From an optimization exercise on the open Yosys and OpenROAD flow, aimed at small area and few clock cycles; shortcuts taken in it are not production practice.
At most, simulation tests tie the RTL to the original design; equivalence was not proved.
No activity file was given, so power comes from the tool's default toggle rates.

== old ==
clock: 5.0 ns
lec_check: 0
cap_margin: 20
core_margin: 2
core_utilization: 60
cts_buf_list: sky130_fd_sc_hd__clkbuf_8
place_density: 0.75
slew_margin: 20
standard.sh (not shown) runs the stock make flow with config.mk's settings and CLKGATE_MAP_FILE= SYNTH_SCRIPT=/design/flow/synth_recipe.tcl, a recipe that flattens the netlist after the stock synthesis.
==> flow/flow/run.sh <==
#!/bin/bash
# Standard layout, with the smallest buffer on every input and output port.
export BUFFER_PORTS_ARGS="-buffer_cell sky130_fd_sc_hd__buf_1"
bash standard.sh > standard.log 2>&1
Testbench counts of old, summed over its fixed seeds: cycles 9,304.
Changes in new relative to old:
--- a/flow/design.v
+++ b/flow/design.v
@@ -3,9 +3,9 @@
   localparam int DATA_W = 32;
   localparam int STRB_W = DATA_W / 8;
   localparam int RESP_W = 2;
   localparam logic [ADDR_W-1:0] SPLIT_BASE = 32'h0000_8000;
-  localparam int ORD_DEPTH = 8;
+  localparam int ORD_DEPTH = 6;
 endpackage
 `timescale 1ns/1ps
 import axil_split_pkg::*;
 module axil_fifo #(
Findings:
- Between new and old, wire length is higher for old, new comes in under that.
- Against old, new reports a fraction of standard cell area in multi-input logic that is lower.
- Final-layout non-clock buffer area share: higher on new
- Looking at critical path depth across new and old, the one that comes out lower is old.
- Cell area: new better than old
- new vs old: parity-gate share of the synthesized area counting xor and xnor cells down in new
- Between old and new, the flow reports number of cells in the design after placement decreasing by a few percent.
- old leaves more setup margin than new.
- Non-clock buffer count came out exactly the same in new and old.
The RTL of new was laid out without a check of its function.


the baseline:
The RTL this note starts from:
==> flow/design.v <==
package axil_split_pkg;
  localparam int ADDR_W = 32;
  localparam int DATA_W = 32;
  localparam int STRB_W = DATA_W / 8;
  localparam int RESP_W = 2;
  localparam logic [ADDR_W-1:0] SPLIT_BASE = 32'h0000_8000;
  localparam int ORD_DEPTH = 6;
endpackage
`timescale 1ns/1ps
import axil_split_pkg::*;
module axil_fifo #(
  parameter int DEPTH = ORD_DEPTH
) (
  input  logic aclk,
  input  logic aresetn,
  input  logic push,
  input  logic push_port,
  output logic full,
  input  logic w_adv,
  output logic w_avail,
  output logic w_port,
  input  logic pop,
  output logic head_port
);
  localparam int CW = $clog2(DEPTH + 1);
  logic [DEPTH-1:0]     q;
  logic [(1 << CW)-1:0] qx;
  logic [CW-1:0]        hi;
  logic [CW-1:0]        wi;
  assign qx        = {{((1 << CW) - DEPTH){1'b0}}, q};
  assign full      = (hi == CW'(DEPTH - 1));
  assign w_avail   = (wi != '1);
  assign w_port    = qx[wi];
  assign head_port = qx[hi];
  always_ff @(posedge aclk)
  begin
    if (!aresetn)
    begin
      hi <= '1;
      wi <= '1;
    end
    else
    begin
      if (push && !pop)
        hi <= hi + 1'b1;
      else if (pop && !push)
        hi <= hi - 1'b1;
      if (push && !w_adv)
        wi <= wi + 1'b1;
      else if (w_adv && !push)
        wi <= wi - 1'b1;
    end
  end
  always_ff @(posedge aclk)
  begin
    if (push)
      q <= {q[DEPTH-2:0], push_port};
  end
endmodule
`timescale 1ns/1ps
import axil_split_pkg::*;
module axil_s_wr_fifos (
  input  logic              aclk,
  input  logic              aresetn,
  input  logic              s_awvalid,
  output logic              s_awready,
  input  logic [ADDR_W-1:0] s_awaddr,
  input  logic              room,
  output logic              take,
  output logic              take_port,
  output logic [1:0]        m_awvalid,
  input  logic [1:0]        m_awready,
  output logic [ADDR_W-1:0] m_awaddr
);
  logic aw_v;
  logic aw_p;
  assign take_port = (s_awaddr >= SPLIT_BASE);
  assign s_awready = room && (!aw_v || m_awready[aw_p]);
  assign take      = s_awvalid && s_awready;
  assign m_awvalid = {aw_v && aw_p, aw_v && !aw_p};
  always_ff @(posedge aclk)
  begin
    if (!aresetn)
      aw_v <= 1'b0;
    else if (take)
      aw_v <= 1'b1;
    else if (m_awready[aw_p])
      aw_v <= 1'b0;
  end
  always_ff @(posedge aclk)
  begin
    if (take)
    begin
      aw_p     <= take_port;
      m_awaddr <= s_awaddr;
    end
  end
endmodule
`timescale 1ns/1ps
import axil_split_pkg::*;
module axil_m_wr_fifos (
  input  logic                   aclk,
  input  logic                   aresetn,
  input  logic                   head_port,
  input  logic [1:0]             m_bvalid,
  output logic [1:0]             m_bready,
  input  logic [1:0][RESP_W-1:0] m_bresp,
  output logic                   take,
  output logic                   s_bvalid,
  input  logic                   s_bready,
  output logic [RESP_W-1:0]      s_bresp
);
  logic              ov;
  logic [RESP_W-1:0] ovr;
  logic              free;
  logic              hv;
  logic [RESP_W-1:0] hr;
  assign hv       = m_bvalid[head_port];
  assign hr       = m_bresp[head_port];
  assign free     = !ov || s_bready;
  assign m_bready = {free && head_port, free && !head_port};
  assign take     = free && hv;
  assign s_bvalid = ov || hv;
  assign s_bresp  = ov ? ovr : hr;
  always_ff @(posedge aclk)
  begin
    if (!aresetn)
      ov <= 1'b0;
    else if (free)
      ov <= take && (ov || !s_bready);
  end
  always_ff @(posedge aclk)
  begin
    if (take)
      ovr <= hr;
  end
endmodule
`timescale 1ns/1ps
import axil_split_pkg::*;
module axil_wr_split (
  input  logic                            aclk,
  input  logic                            aresetn,
  input  logic                            s_awvalid,
  output logic                            s_awready,
  input  logic [axil_split_pkg::ADDR_W-1:0] s_awaddr,
  input  logic                            s_wvalid,
  output logic                            s_wready,
  input  logic [axil_split_pkg::DATA_W-1:0] s_wdata,
  input  logic [axil_split_pkg::STRB_W-1:0] s_wstrb,
  output logic                            s_bvalid,
  input  logic                            s_bready,
  output logic [axil_split_pkg::RESP_W-1:0] s_bresp,
  output logic                            m0_awvalid,
  input  logic                            m0_awready,
  output logic [axil_split_pkg::ADDR_W-1:0] m0_awaddr,
  output logic                            m0_wvalid,
  input  logic                            m0_wready,
  output logic [axil_split_pkg::DATA_W-1:0] m0_wdata,
  output logic [axil_split_pkg::STRB_W-1:0] m0_wstrb,
  input  logic                            m0_bvalid,
  output logic                            m0_bready,
  input  logic [axil_split_pkg::RESP_W-1:0] m0_bresp,
  output logic                            m1_awvalid,
  input  logic                            m1_awready,
  output logic [axil_split_pkg::ADDR_W-1:0] m1_awaddr,
  output logic                            m1_wvalid,
  input  logic                            m1_wready,
  output logic [axil_split_pkg::DATA_W-1:0] m1_wdata,
  output logic [axil_split_pkg::STRB_W-1:0] m1_wstrb,
  input  logic                            m1_bvalid,
  output logic                            m1_bready,
  input  logic [axil_split_pkg::RESP_W-1:0] m1_bresp
);
  logic              full;
  logic              take;
  logic              take_port;
  logic              w_avail;
  logic              w_port;
  logic              w_go;
  logic              head_port;
  logic              b_take;
  logic [1:0]        m_awvalid;
  logic [ADDR_W-1:0] m_awaddr;
  axil_s_wr_fifos u_aw (
    .aclk      (aclk),
    .aresetn   (aresetn),
    .s_awvalid (s_awvalid),
    .s_awready (s_awready),
    .s_awaddr  (s_awaddr),
    .room      (!full || b_take),
    .take      (take),
    .take_port (take_port),
    .m_awvalid (m_awvalid),
    .m_awready ({m1_awready, m0_awready}),
    .m_awaddr  (m_awaddr)
  );
  assign {m1_awvalid, m0_awvalid} = m_awvalid;
  assign m0_awaddr = {{(ADDR_W-15){1'b0}}, m_awaddr[14:0]};
  assign m1_awaddr = m_awaddr;
  axil_fifo u_ord (
    .aclk      (aclk),
    .aresetn   (aresetn),
    .push      (take),
    .push_port (take_port),
    .full      (full),
    .w_adv     (w_go),
    .w_avail   (w_avail),
    .w_port    (w_port),
    .pop       (b_take),
    .head_port (head_port)
  );
  assign m0_wvalid = s_wvalid && w_avail && !w_port;
  assign m1_wvalid = s_wvalid && w_avail && w_port;
  assign m0_wdata  = s_wdata;
  assign m1_wdata  = s_wdata;
  assign m0_wstrb  = s_wstrb;
  assign m1_wstrb  = s_wstrb;
  assign s_wready  = w_avail && (w_port ? m1_wready : m0_wready);
  assign w_go      = s_wvalid && s_wready;
  axil_m_wr_fifos u_b (
    .aclk      (aclk),
    .aresetn   (aresetn),
    .head_port (head_port),
    .m_bvalid  ({m1_bvalid, m0_bvalid}),
    .m_bready  ({m1_bready, m0_bready}),
    .m_bresp   ({m1_bresp, m0_bresp}),
    .take      (b_take),
    .s_bvalid  (s_bvalid),
    .s_bready  (s_bready),
    .s_bresp   (s_bresp)
  );
endmodule
export LEC_CHECK = 0
export CAP_MARGIN = 20
export CORE_MARGIN = 2
export CORE_UTILIZATION = 60
export CTS_BUF_LIST = sky130_fd_sc_hd__clkbuf_8
export PLACE_DENSITY = 0.75
export SLEW_MARGIN = 20
create_clock -name core_clock -period 5.0 [get_ports {aclk}]
==> flow/flow/run.sh <==
#!/bin/bash
# Standard layout with four changes: synthesis maps logic with an area
# oriented ABC script, the smallest buffer goes on every input and output
# port, one tie cell is shared by the constant outputs, and the clock tree
# has no dummy loads. The ORFS scripts are copied here and only the ABC
# script that synthesis reads is replaced.
set -e
rm -rf scripts_area
cp -r "$FLOW_HOME/scripts" scripts_area
cp flow/abc_map_area.script scripts_area/abc_speed.script
export SCRIPTS_DIR="$PWD/scripts_area"
export ADDER_MAP_FILE=
export BUFFER_PORTS_ARGS="-buffer_cell sky130_fd_sc_hd__buf_1"
export SKIP_REPAIR_TIE_FANOUT=1
export CTS_ARGS="-sink_clustering_enable -repair_clock_nets -buf_list sky130_fd_sc_hd__clkbuf_8 -dont_use_dummy_load"
bash standard.sh > standard.log 2>&1
==> flow/flow/abc_map_area.script <==
strash
dc2
dch -f
amap
Testbench counts of the baseline, summed over its fixed seeds: cycles 9,863.
Setup changes, the baseline to the candidate
-- flow/design.v --
<<< the baseline, line 24
);
  localparam int CW = $clog2(DEPTH + 1);
  logic [DEPTH-1:0]     q;
  logic [(1 << CW)-1:0] qx;
  logic [CW-1:0]        hi;
  logic [CW-1:0]        wi;
  assign qx        = {{((1 << CW) - DEPTH){1'b0}}, q};
  assign full      = (hi == CW'(DEPTH - 1));
  assign w_avail   = (wi != '1);
  assign w_port    = qx[wi];
  assign head_port = qx[hi];
  always_ff @(posedge aclk)
  begin
    if (!aresetn)
    begin
      hi <= '1;
      wi <= '1;
    end
    else
    begin
      if (push && !pop)
        hi <= hi + 1'b1;
      else if (pop && !push)
        hi <= hi - 1'b1;
      if (push && !w_adv)
        wi <= wi + 1'b1;
      else if (w_adv && !push)
        wi <= wi - 1'b1;
    end
  end
>>> the candidate, line 24
);
  localparam int CW = $clog2(DEPTH + 1);
  logic [DEPTH-1:0] q;
  logic [CW-1:0]    n;
  logic [CW-1:0]    nw;
  assign full    = (n == CW'(DEPTH));
  assign w_avail = (nw != '0);
  logic [(1 << CW)-1:0] qx;
  assign qx        = {{((1 << CW) - DEPTH){1'b0}}, q};
  assign w_port    = qx[nw - 1'b1];
  assign head_port = qx[n - 1'b1];
  always_ff @(posedge aclk)
  begin
    if (!aresetn)
    begin
      n  <= '0;
      nw <= '0;
    end
    else
    begin
      if (push && !pop)
        n <= n + 1'b1;
      else if (pop && !push)
        n <= n - 1'b1;
      if (push && !w_adv)
        nw <= nw + 1'b1;
      else if (w_adv && !push)
        nw <= nw - 1'b1;
    end
  end
==> comparison <==
- Delta(via count, the candidate - the baseline) > 0
- In the flow results for the candidate and the baseline, the reported net switching power is larger on the candidate.
- Relative to the baseline, final worst-path cycle share increased by 1.6 points in the candidate.
- Diff the candidate..the baseline | share of flip-flops with an asynchronous set or reset after synthesis | unchanged
- On clock tree skew after final layout: between the candidate and the baseline, it ends up lower for the candidate.
- Compared with the baseline, the candidate degrades cell area after layout.
- Diff the baseline -> the candidate | global-route wire length before repair | increase of about 3.4%
- Measured against each other, the candidate and the baseline differ in share of the synthesized netlist area taken by xor and xnor gates, the higher figure coming from the baseline.
- Aggregate global-route resource usage in the candidate vs the baseline: up 0.32 points
- Distinct cell type count of the synthesized netlist: the candidate and the baseline compared, higher one is the candidate
Testbench counts of the candidate, summed over its fixed seeds: cycles 9,863.


axil_wr_split, a different RTL version from the one above (not shown whole).
Size in the first run: roughly 240 cells after synthesis, roughly 230 I/O pins, about 2800 µm² of cells after synthesis.
Settings: LEC_CHECK=0, CAP_MARGIN=20, CORE_MARGIN=2, CORE_UTILIZATION=60, CTS_BUF_LIST=sky130_fd_sc_hd__clkbuf_8, PLACE_DENSITY=0.75, SLEW_MARGIN=20; clock period 5.0 ns.
==> flow/flow/run.sh <==
#!/bin/bash
# Standard layout, with the smallest buffer on every input and output port.
export BUFFER_PORTS_ARGS="-buffer_cell sky130_fd_sc_hd__buf_1"
bash standard.sh > standard.log 2>&1
The first run passed the timing, design-rule and antenna checks.
Next try:
--- a/flow/design.v
+++ b/flow/design.v
@@ -2,11 +2,11 @@
   localparam int ADDR_W = 32;
   localparam int DATA_W = 32;
   localparam int STRB_W = DATA_W / 8;
   localparam int RESP_W = 2;
   localparam logic [ADDR_W-1:0] SPLIT_BASE = 32'h0000_8000;
-  localparam int ORD_DEPTH = 7;
+  localparam int ORD_DEPTH = 5;
 endpackage
 `timescale 1ns/1ps
 import axil_split_pkg::*;
 module axil_fifo #(
   parameter int DEPTH = ORD_DEPTH
Wire length went up by 16%.
Global-route usage went up by 2.7 points.
Setup slack is worse by 30 ps.
Total power went down by 6.5%.
Sequential share of layout area went up by 0.20 points.
Count of clock-buffer cells in the layout does not change.
Clock power went down by 24%.
Final cell count went down by 2.2%.
Register-to-register slack is worse by 540 ps.
Testbench counts after the change, summed over its fixed seeds: cycles 10,137.
For the first run of this note, only the layout was checked, not whether the RTL still works.

==> afterwards: timing with drivers on the ports <==
In the flow no input, the clock included, has a driving cell. The finished layouts below were timed again as built, in two steps.
Step 1 assumes that a clkbuf_16 drives the clock port and a buf_2 every other input.
Step 2 times the ports against the registers' clock, not the clock port: input delays grow and output delays shrink by t, the midpoint of the rising clock arrivals with the driver on.
Three values: no drivers, after step 1, after step 2; two values: the first two.
run | t, ns | slack for setup (ns) | worst setup path after step 2 | worst slew at a driven data input, ns
old | 0.329 | 1.348 / 1.320 / 1.648 | register to output | 0.18
new | 0.322 | 1.276 / 1.248 / 1.570 | register to output | 0.15
the baseline | 0.309 | 1.370 / 1.370 / 1.370 | register to register | 0.17
the candidate | 0.305 | 1.291 / 1.268 / 1.359 | register to register | 0.17
the first run of note 3 | 0.324 | 1.321 / 1.296 / 1.620 | register to output | 0.12
the second run of note 3 | 0.323 | 1.291 / 1.291 / 1.291 | register to register | 0.16
After both steps every run listed still meets setup and hold.
